Context: an optimization exercise on an open-source flow, tuned for a short achievable clock period and few clock cycles. The choices shown serve that exercise and are no tape-out recipe. The RTL was checked by simulation tests, not by an equivalence proof against the original design. No activity file was given, so power comes from the tool's default toggle rates.

Design multicycle_core, start of the top module:
module multicycle_core
#(
   parameter int DATA_W   = 32,
   parameter int ADDR_W   = 11,
   parameter int RESET_PC = 0
) (
   input  logic              clk_i,
   input  logic              rst_ni,
   input  logic              start_i,
   output logic [ADDR_W-1:0] imem_addr_o,
   input  logic [31:0]       imem_rdata_i,
   output logic              dmem_req_o,
   output logic              dmem_we_o,
   output logic [ADDR_W-1:0] dmem_addr_o,
   output logic [DATA_W-1:0] dmem_wdata_o,
   input  logic [DATA_W-1:0] dmem_rdata_i,
   input  logic              dmem_ack_i,
   output logic [3:0]        flags_o,
   output logic              halted_o,
   input  logic [3:0]        dbg_sel_i,
   output logic [DATA_W-1:0] dbg_data_o
);
Size in the first run: roughly 7400 cells after synthesis, ~170 I/O pins.
Settings: LEC_CHECK=0, CAP_MARGIN=40, CORE_MARGIN=2, CORE_UTILIZATION=40, SETUP_SLACK_MARGIN=2.5, SLEW_MARGIN=40; clock period 6.5 ns.
run.sh (not shown) runs the stock make flow with config.mk's settings and CLKGATE_MAP_FILE= SYNTH_SCRIPT=/design/flow/synth_recipe.tcl, a recipe that flattens the netlist after the stock synthesis.
Testbench counts at the start, summed over its fixed seeds: cycles 35,861.
Next try:
--- a/flow/design.v
+++ b/flow/design.v
@@ -116,23 +116,22 @@
    input  logic              dmem_ack_i,
    output logic [3:0]        flags_o,
    output logic              halted_o,
    input  logic [3:0]        dbg_sel_i,
    output logic [DATA_W-1:0] dbg_data_o
 );
    logic              run_q, halted_q;
    logic [DATA_W-1:0] f_pc_q;                  
    logic              d_valid_q, d_use_hold_q;
    logic [31:0]       d_hold_q;
    logic [DATA_W-1:0] d_pc8_q;                 
-   logic [5:0]        d_hip_q, d_him_q;        
    logic [3:0]        flags_q;
    logic [DATA_W-1:0] rf_q [15];               
    logic [14:0]       rf_hz_q, rf_ho_q;        
    logic [15:0]       tkf_q;                   
    logic [15:0]       unk_q;                   
    logic              ex_valid_q, ex_ok_q, ex_mis_q;
    logic              ex_mem_q, ex_halt_q;
    logic              ex_wr_q, ex_setf_q, ex_load_q;
    logic              ex_and_q, ex_orr_q, ex_mov_q, ex_sum_q, ex_sub_q;
    logic [3:0]        ex_rd_q;
    logic [DATA_W-1:0] ex_a_q, ex_b_q, ex_sd_q;
@@ -284,24 +283,24 @@
    assign t8s = d_pc8[DATA_W-1:2] ^ br_off[DATA_W-1:2] ^ (DATA_W-2)'(2);
    assign t8c = {(d_pc8[DATA_W-2:2] & br_off[DATA_W-2:2]) |
                  ({{(DATA_W-4){1'b0}}, 2'b10} & (d_pc8[DATA_W-2:2] | br_off[DATA_W-2:2])), 1'b0};
    core_add #(.W(DATA_W-2)) u_tgt8 (.a_i(t8s), .b_i(t8c), .cin_i(1'b0),
                                     .sum_o(d_tgt8[DATA_W-1:2]), .cout_o());
    assign d_tgt[1:0]  = d_pc8_q[1:0];
    assign d_tgt4[1:0] = d_pc8_q[1:0];
    assign d_tgt8[1:0] = d_pc8_q[1:0];
    assign d_short = (imem_rdata_i[10:4] == {7{imem_rdata_i[4]}});
    assign {lo_c, lo_s} = {1'b0, d_pc8[6:2]} + {1'b0, imem_rdata_i[4:0]};
    assign hi_pc  = d_pc8[12:7];
-   assign hi_p1  = d_hip_q;
-   assign hi_m1  = d_him_q;
+   assign hi_p1  = hi_pc + 6'd1;
+   assign hi_m1  = hi_pc - 6'd1;
    assign hi_sel = lo_c ? (imem_rdata_i[4] ? hi_pc : hi_p1) : (imem_rdata_i[4] ? hi_m1 : hi_pc);
    assign d_tgt_w = {hi_sel, lo_s};
    logic              rn_fwd, fz_ok, fz, fn, d_logic, za_hz, za_ho, hi_ok;
    logic [DATA_W-1:0] za;
    logic [7:0]        imm8, lowk;
    assign imm8    = d_ir[7:0];
    assign rn_fwd  = (d_rn != 4'hF) & ((ex_wr_now & (ex_rd_q == d_rn)) | (ld_we_now & (ld_rd_q == d_rn)));
    assign fz_ok   = d_imm & !rn_fwd;
    assign za      = (d_rn == 4'hF) ? d_pc8 : rn_rf;
    assign za_hz   = (d_rn == 4'hF) ? ~|d_pc8[DATA_W-1:8] : rf_hz_q[d_rn];
    assign za_ho   = (d_rn == 4'hF) ? &d_pc8[DATA_W-1:8] : rf_ho_q[d_rn];
@@ -356,24 +355,22 @@
    logic advance;
    assign advance = (run_q | start_i) & !halted_q & !halt_now & !stall;
    always_ff @(posedge clk_i or negedge rst_ni) begin
       if (!rst_ni) begin
          run_q        <= 1'b0;
          halted_q     <= 1'b0;
          f_pc_q       <= DATA_W'(RESET_PC);
          d_valid_q    <= 1'b0;
          d_use_hold_q <= 1'b0;
          d_hold_q     <= '0;
          d_pc8_q      <= '0;
-         d_hip_q      <= 6'd1;
-         d_him_q      <= 6'h3F;
          flags_q      <= '0;
          tkf_q        <= '0;
          unk_q        <= '0;
          ex_valid_q   <= 1'b0;
          ex_ok_q      <= 1'b0;
          ex_mis_q     <= 1'b0;
          ex_mem_q     <= 1'b0;
          ex_halt_q    <= 1'b0;
          ex_wr_q      <= 1'b0;
          ex_setf_q    <= 1'b0;
          ex_load_q    <= 1'b0;
@@ -409,24 +406,22 @@
          for (int i = 0; i < 15; i++) rf_q[i] <= '0;
          rf_hz_q      <= '1;
          rf_ho_q      <= '0;
       end else begin
          if (start_i) run_q <= 1'b1;
          if (halt_now) begin
             halted_q <= 1'b1;
          end
          if (advance) begin
             f_pc_q  <= f_pc_d;
             d_pc8_q <= fetch_pc8;
-            d_hip_q <= fetch_pc8[12:7] + 6'd1;
-            d_him_q <= fetch_pc8[12:7] - 6'd1;
          end
          d_valid_q    <= (run_q | start_i) & !halted_q & !halt_now;
          d_use_hold_q <= stall;
          d_hold_q     <= d_ir;
          tkf_q        <= tkf_d & {16{d_redir_ok}};
          unk_q        <= unk_d;
          ex_valid_q <= go_ex;
          ex_ok_q    <= d_ok;
          ex_mis_q   <= go_ex & d_chk & d_ok;
          ex_mem_q   <= d_mem;
          ex_halt_q  <= d_halt;
Outcome: Setup slack got worse by 0.038 ns. First-iteration DRC count falls by 4.3%. Sequential power falls by about 2%. Wire length falls by 2.7%. Core utilization falls by 0.29 points. Critical path depth rises by 4.
Testbench counts after the change, summed over its fixed seeds: cycles 35,861.

==> what the ideal ports hide <==
The results above use ideal ports. As a check the final layouts listed here were re-extracted and re-timed, cells and wires unchanged.
Step 1: set_driving_cell puts a clkbuf_16 on clk_i and a buf_2 on each other input, an assumption about the parent block.
Step 2 times the ports against the registers' clock, not the clock port: input delays grow and output delays shrink by t, the midpoint of the rising clock arrivals with the driver on.
Three values: ideal, step 1, step 2; two values: the first two.
run | shift t [ns] | slack for setup (ns) | worst data-port slew with drivers (ns)
the first run | 0.919 | 2.029 / 1.344 / 1.344 | 0.95
the second run | 0.917 | 1.991 / 1.723 / 1.291 | 0.38
After both steps setup and hold are still met in every run listed. For the second run, which loses most, drivers alone change the setup slack by -0.268 ns; drivers and shift together by -0.700 ns.
